This design comes from an exercise in tuning for small area on the open sky130 flow, not from production work. RTL that was checked went through simulation tests only; none was proved equivalent to the original. No activity file was given, so power comes from the tool's default toggle rates.

## job 101
==> flow/design.v <==
`timescale 1ns / 1ps
module aufg_aoi222x8 (
   input  logic [7:0] a, b, c,
   input  logic       sa, sb, sc,
   output logic [7:0] y
);
   assign y = ~((a & {8{sa}}) | (b & {8{sb}}) | (c & {8{sc}}));
endmodule
module aufg_nand4x8 (
   input  logic [7:0] a, b, c, d,
   output logic [7:0] y
);
   assign y = ~(a & b & c & d);
endmodule
module aufg_nand2x8 (
   input  logic [7:0] a, b,
   output logic [7:0] y
);
   assign y = ~(a & b);
endmodule
module aufg_or4x8 (
   input  logic [7:0] a, b, c, d,
   output logic [7:0] y
);
   assign y = a | b | c | d;
endmodule
module aufg_or4g8 (
   input  logic [7:0] a, b, c, d,
   input  logic       sn,
   output logic [7:0] y
);
   assign y = a | b | d | (c & {8{sn}});
endmodule
module aufg_and2x8 (
   input  logic [7:0] a,
   input  logic       s,
   output logic [7:0] y
);
   assign y = a & {8{s}};
endmodule
module aufg_dec3 (
   input  logic [2:0] x,
   input  logic       en,
   output logic [7:0] y
);
   assign y = en ? (8'd1 << x) : 8'd0;
endmodule
module aufg_dec3n (
   input  logic [2:0] x,
   output logic [7:0] y
);
   assign y = 8'd1 << x;
endmodule
module aufg_image (
   input  logic        busy,
   input  logic        udp,
   input  logic [5:0]  cnt,
   input  logic        req_udp,
   input  logic [7:0]  dmac0,
   input  logic [39:0] s_dmac,
   input  logic [47:0] s_smac,
   input  logic [31:0] s_sip,
   input  logic [31:0] s_tip,
   input  logic [15:0] s_sport,
   input  logic [15:0] s_dport,
   input  logic [15:0] s_ident,
   input  logic [7:0]  s_ttl,
   input  logic [7:0]  csum_hi_n,
   output logic [7:0]  nb,
   output logic [7:0]  cs_in
);
   logic [63:0] u, a, c;
   logic        first_udp;
   logic        csph;
   logic [27:0] sel;
   logic [7:0]  k;
   logic [7:0] lo, hu, ha, hc;
   aufg_dec3n u_dec_lo (.x(cnt[2:0]), .y(lo));
   aufg_dec3 u_dec_hu (.x(cnt[5:3]), .en(udp), .y(hu));
   aufg_dec3 u_dec_ha (.x(cnt[5:3]), .en(!udp), .y(ha));
   aufg_dec3n u_dec_hc (.x(cnt[5:3]), .y(hc));
   for (genvar i = 0; i < 64; i++) begin : g_at
      assign u[i] = hu[i/8] & lo[i%8];
      assign a[i] = ha[i/8] & lo[i%8];
      assign c[i] = hc[i/8] & lo[i%8];
   end
   assign first_udp = !busy && req_udp;
   assign csph      = cnt >= 6'd8 && cnt <= 6'd19;
   assign sel[0] = first_udp;    
   assign sel[1] = u[3];    
   assign sel[2] = u[4];    
   assign sel[3] = u[5];    
   assign sel[4] = u[6];    
   assign sel[5] = u[7];    
   assign sel[6] = u[8] | a[8] | a[24];    
   assign sel[7] = u[9] | a[9] | a[25];    
   assign sel[8] = u[10] | a[10] | a[26];    
   assign sel[9] = u[11] | a[11] | a[27];    
   assign sel[10] = u[12] | a[12] | a[28];    
   assign sel[11] = u[13] | a[13] | a[29];    
   assign sel[12] = u[36];    
   assign sel[13] = u[37];    
   assign sel[14] = u[38];    
   assign sel[15] = u[39];    
   assign sel[16] = u[20] | c[8];    
   assign sel[17] = u[21] | c[9];    
   assign sel[18] = u[24] | c[10];    
   assign sel[19] = u[26] | u[27];    
   assign sel[20] = u[28] | a[30] | c[12];    
   assign sel[21] = u[29] | a[31] | c[13];    
   assign sel[22] = u[30] | a[32] | c[14];    
   assign sel[23] = u[31] | a[33] | c[15];    
   assign sel[24] = u[32] | a[40] | c[16];    
   assign sel[25] = u[33] | a[41] | c[17];    
   assign sel[26] = u[34] | a[42] | c[18];    
   assign sel[27] = u[35] | a[43] | c[19];    
   assign k[0] = u[16] | u[19] | u[25] | u[41] | u[45] | u[48] | u[51] | u[53] | u[54] | u[56] | u[57] | a[3] | a[4] | a[5] | a[6] | a[7] | a[17] | a[23] | (!busy && !req_udp);
   assign k[1] = u[19] | u[41] | u[48] | u[50] | u[53] | u[54] | u[55] | u[56] | a[3] | a[4] | a[5] | a[6] | a[7] | a[15] | a[20] | (!busy && !req_udp);
   assign k[2] = u[16] | u[41] | u[45] | u[46] | u[47] | u[48] | u[50] | u[51] | u[52] | u[53] | u[54] | a[3] | a[4] | a[5] | a[6] | a[7] | a[15] | a[20] | a[21] | (!busy && !req_udp);
   assign k[3] = u[14] | u[19] | u[44] | u[46] | u[47] | u[48] | u[50] | u[54] | u[56] | a[3] | a[4] | a[5] | a[6] | a[7] | a[14] | a[18] | (!busy && !req_udp);
   assign k[4] = u[25] | u[41] | u[52] | u[53] | u[55] | a[3] | a[4] | a[5] | a[6] | a[7] | (!busy && !req_udp);
   assign k[5] = u[19] | u[45] | u[46] | u[47] | u[48] | u[49] | u[51] | u[52] | u[53] | u[54] | u[55] | u[56] | u[57] | a[3] | a[4] | a[5] | a[6] | a[7] | (!busy && !req_udp);
   assign k[6] = u[16] | u[22] | u[44] | u[45] | u[46] | u[47] | u[48] | u[50] | u[51] | u[52] | u[53] | u[54] | u[55] | u[56] | a[3] | a[4] | a[5] | a[6] | a[7] | (!busy && !req_udp);
   assign k[7] = a[3] | a[4] | a[5] | a[6] | a[7] | (!busy && !req_udp);
   logic [79:0] t;
   aufg_aoi222x8 u_aoi0 (.a(dmac0), .b(s_dmac[39:32]), .c(s_dmac[31:24]), .sa(sel[0]), .sb(sel[1]), .sc(sel[2]), .y(t[0 +: 8]));
   aufg_aoi222x8 u_aoi1 (.a(s_dmac[23:16]), .b(s_dmac[15:8]), .c(s_dmac[7:0]), .sa(sel[3]), .sb(sel[4]), .sc(sel[5]), .y(t[8 +: 8]));
   aufg_aoi222x8 u_aoi2 (.a(s_smac[47:40]), .b(s_smac[39:32]), .c(s_smac[31:24]), .sa(sel[6]), .sb(sel[7]), .sc(sel[8]), .y(t[16 +: 8]));
   aufg_aoi222x8 u_aoi3 (.a(s_smac[23:16]), .b(s_smac[15:8]), .c(s_smac[7:0]), .sa(sel[9]), .sb(sel[10]), .sc(sel[11]), .y(t[24 +: 8]));
   aufg_aoi222x8 u_aoi4 (.a(s_sport[15:8]), .b(s_sport[7:0]), .c(s_dport[15:8]), .sa(sel[12]), .sb(sel[13]), .sc(sel[14]), .y(t[32 +: 8]));
   assign t[40 +: 8] = ~(s_dport[7:0] & {8{sel[15]}});
   aufg_aoi222x8 u_aoi6 (.a(s_ident[15:8]), .b(s_ident[7:0]), .c(s_ttl), .sa(sel[16]), .sb(sel[17]), .sc(sel[18]), .y(t[48 +: 8]));
   aufg_aoi222x8 u_aoi7 (.a(csum_hi_n), .b(s_sip[31:24]), .c(s_sip[23:16]), .sa(sel[19]), .sb(sel[20]), .sc(sel[21]), .y(t[56 +: 8]));
   aufg_aoi222x8 u_aoi8 (.a(s_sip[15:8]), .b(s_sip[7:0]), .c(s_tip[31:24]), .sa(sel[22]), .sb(sel[23]), .sc(sel[24]), .y(t[64 +: 8]));
   aufg_aoi222x8 u_aoi9 (.a(s_tip[23:16]), .b(s_tip[15:8]), .c(s_tip[7:0]), .sa(sel[25]), .sb(sel[26]), .sc(sel[27]), .y(t[72 +: 8]));
   logic [7:0] g0, g1, g2, gm, gc;
   aufg_nand4x8 u_nand0 (.a(t[0 +: 8]), .b(t[8 +: 8]), .c(t[16 +: 8]), .d(t[24 +: 8]), .y(g0));
   aufg_nand2x8 u_nand1 (.a(t[32 +: 8]), .b(t[40 +: 8]), .y(g1));
   aufg_nand4x8 u_nand2 (.a(t[48 +: 8]), .b(t[56 +: 8]), .c(t[64 +: 8]), .d(t[72 +: 8]), .y(g2));
   aufg_or4g8 u_or (.a(g0), .b(g1), .c(g2), .d(k), .sn(!csph), .y(nb));
   aufg_and2x8 u_cs (.a(g2), .s(csph), .y(gc));
   assign cs_in = gc;
endmodule
`timescale 1ns / 1ps
module arp_udp_frame_generator (
   input  logic        clock,
   input  logic        reset,
   input  logic        start,
   output logic        busy,
   input  logic [32:0] req_data,    
   output logic        rsp_strobe,
   output logic [8:0]  rsp_data,    
   input  logic        csr_we,
   input  logic [2:0]  csr_index,
   input  logic [47:0] csr_wdata
);
   logic [47:0] c_smac, c_dmac;
   logic [31:0] c_sip;
   logic [15:0] c_sport, c_dport, c_ident;
   logic [7:0]  c_ttl;
   logic [6:0] c_en;
   always_comb begin
      for (int k = 0; k < 7; k++) begin
         c_en[k] = reset || (csr_we && csr_index == 3'(k));
      end
   end
   always_ff @(posedge clock) begin
      if (c_en[0]) c_smac  <= reset ? 48'h0          : csr_wdata;
      if (c_en[1]) c_sip   <= reset ? 32'h7F00_0001  : csr_wdata[31:0];
      if (c_en[2]) c_dmac  <= reset ? 48'h0          : csr_wdata;
      if (c_en[3]) c_sport <= reset ? 16'd43966      : csr_wdata[15:0];
      if (c_en[4]) c_dport <= reset ? 16'd8080       : csr_wdata[15:0];
      if (c_en[5]) c_ident <= reset ? 16'h8397       : csr_wdata[15:0];
      if (c_en[6]) c_ttl   <= reset ? 8'h40          : csr_wdata[7:0];
   end
   logic       active;
   logic       udp;
   logic [5:0] cnt;
   logic [5:0] cnt_inc;
   logic       last_r;
   logic [7:0] ob;
   assign cnt_inc    = cnt + 6'd1;
   assign busy       = active && !last_r;
   assign rsp_strobe = active;
   assign rsp_data   = {ob, last_r};
   always_ff @(posedge clock) begin
      if (reset) active <= 1'b0;
      else       active <= start || busy;
   end
   always_ff @(posedge clock) begin
      if (reset || (!busy && !start)) cnt <= 6'd63;
      else                            cnt <= busy ? cnt_inc : 6'd3;
      last_r <= busy && (udp ? (cnt_inc == 6'd59) : (cnt_inc == 6'd44));
   end
   logic [47:0] s_smac;
   logic [39:0] s_dmac;
   logic [31:0] s_sip, s_tip;
   logic [15:0] s_sport, s_dport, s_ident;
   logic [7:0]  s_ttl;
   logic [15:0] acc;
   logic        acc_c;
   logic        acc_init;
   logic        acc_run;
   logic [7:0]  cs_in;
   logic [8:0]  cs_sum;
   assign acc      = s_dmac[15:0];
   assign acc_c    = s_dmac[16];
   assign acc_init = (cnt == 6'd7);
   assign acc_run  = (cnt >= 6'd7);
   assign cs_sum = {1'b0, acc[15:8]} + {1'b0, cs_in} + {8'h00, acc_c};
   always_ff @(posedge clock) begin
      if (!busy) begin
         udp     <= req_data[32];
         s_tip   <= req_data[31:0];
         s_smac  <= c_smac;
         s_dmac  <= c_dmac[39:0];
         s_sip   <= c_sip;
         s_sport <= c_sport;
         s_dport <= c_dport;
         s_ident <= c_ident;
         s_ttl   <= c_ttl;
      end else if (acc_run) begin
         if (acc_init) s_dmac[16:0] <= 17'h0853C;    
         else          s_dmac[16:0] <= {cs_sum[8], acc[7:0], cs_sum[7:0]};
      end
   end
   logic [7:0] nb;
   aufg_image u_image (
      .busy    (busy),
      .udp     (udp),
      .cnt     (cnt),
      .req_udp (req_data[32]),
      .dmac0   (c_dmac[47:40]),
      .s_dmac  (s_dmac),
      .s_smac  (s_smac),
      .s_sip   (s_sip),
      .s_tip   (s_tip),
      .s_sport (s_sport),
      .s_dport (s_dport),
      .s_ident (s_ident),
      .s_ttl   (s_ttl),
      .csum_hi_n (~acc[15:8]),
      .cs_in   (cs_in),
      .nb      (nb)
   );
   always_ff @(posedge clock) begin
      ob <= nb;
   end
endmodule
Settings: LEC_CHECK=0, CAP_MARGIN=20, CORE_MARGIN=2, CORE_UTILIZATION=50, CTS_BUF_LIST=sky130_fd_sc_hd__clkbuf_8, CTS_CLUSTER_DIAMETER=80, CTS_CLUSTER_SIZE=16, SLEW_MARGIN=20, SYNTH_HIERARCHICAL=1, SYNTH_MINIMUM_KEEP_SIZE=0; clock period 5.0 ns.
standard.sh (not shown) runs the stock make flow with config.mk's settings and CLKGATE_MAP_FILE= SYNTH_SCRIPT=/design/flow/synth_recipe.tcl, a recipe that flattens the netlist after the stock synthesis.
==> flow/flow/run.sh <==
#!/bin/bash
# the standard layout, with plain buf_1 cells as the port buffers, synthesis
# buffers removed at floorplan, and abc mapping for light loads (the layout's
# repair steps size the drivers that need it)
set -euo pipefail
export BUFFER_PORTS_ARGS="-buffer_cell sky130_fd_sc_hd__buf_1"
export REMOVE_ABC_BUFFERS=1
bash standard.sh ABC_LOAD_IN_FF=1 ABC_DRIVER_CELL=sky130_fd_sc_hd__buf_8 finish > standard_flow.log 2>&1
Inputs modified between job 101 and job 103:
--- a/flow/design.v
+++ b/flow/design.v
@@ -74,13 +74,13 @@
    logic        csph;
    logic [27:0] sel;
    logic [7:0]  k;
    logic [7:0] lo, hu, ha, hc;
    aufg_dec3n u_dec_lo (.x(cnt[2:0]), .y(lo));
-   aufg_dec3 u_dec_hu (.x(cnt[5:3]), .en(udp), .y(hu));
-   aufg_dec3 u_dec_ha (.x(cnt[5:3]), .en(!udp), .y(ha));
    aufg_dec3n u_dec_hc (.x(cnt[5:3]), .y(hc));
+   assign hu = udp ? hc : 8'd0;
+   assign ha = udp ? 8'd0 : hc;
    for (genvar i = 0; i < 64; i++) begin : g_at
       assign u[i] = hu[i/8] & lo[i%8];
       assign a[i] = ha[i/8] & lo[i%8];
       assign c[i] = hc[i/8] & lo[i%8];
    end
[summary]
Fraction of standard cell area that is sequential (job 103 over job 101): decrease, 0.32 points. Job 103 falls short of job 101 in cell area. Of job 103 and job 101, the lower synthesized cell count belongs to job 101. Job 101 → job 103: wire length of the first global-routing pass went up; hold-critical path depth did not really move; leakage power of the design went up; worst hold slack across all endpoints did not really move; power after layout went down. Re delay of the slowest cell on the worst path: job 103 and job 101 aren't equal, and the higher value belongs to job 101. Clock insertion delay at the later pin of the skew report across job 103 and job 101: no real change. When the final numbers for job 103 and job 101 were put side by side, the peak supply drop turned out to be smaller in job 103.
For job 103, only the layout was checked, not whether the RTL still works.

[re-timing with driven ports]
Ports are ideal in the flow. The routed layouts listed here were re-timed in OpenROAD.
Step 1, drivers: a clkbuf_16 drives clock and a buf_2 each remaining input, both assumed.
Step 2 adds t to the input delays and takes it off the output delays; t is the mean of the earliest and latest rising clock arrival at the registers after step 1. Input paths then give back, and output paths get back, about the clock's delay inside the block.
Slacks: ideal ports / drivers / drivers and shift; pairs: ideal ports / drivers.
run | shift t [ns] | setup WS [ns] | worst register clock-pin slew, ns
job 101 | 0.639 | 0.442 / 0.442 / 0.442 | 0.10 / 0.10
job 103 | 0.650 | 0.495 / 0.495 / 0.495 | 0.11 / 0.11
After both steps setup and hold are still met in every run listed.
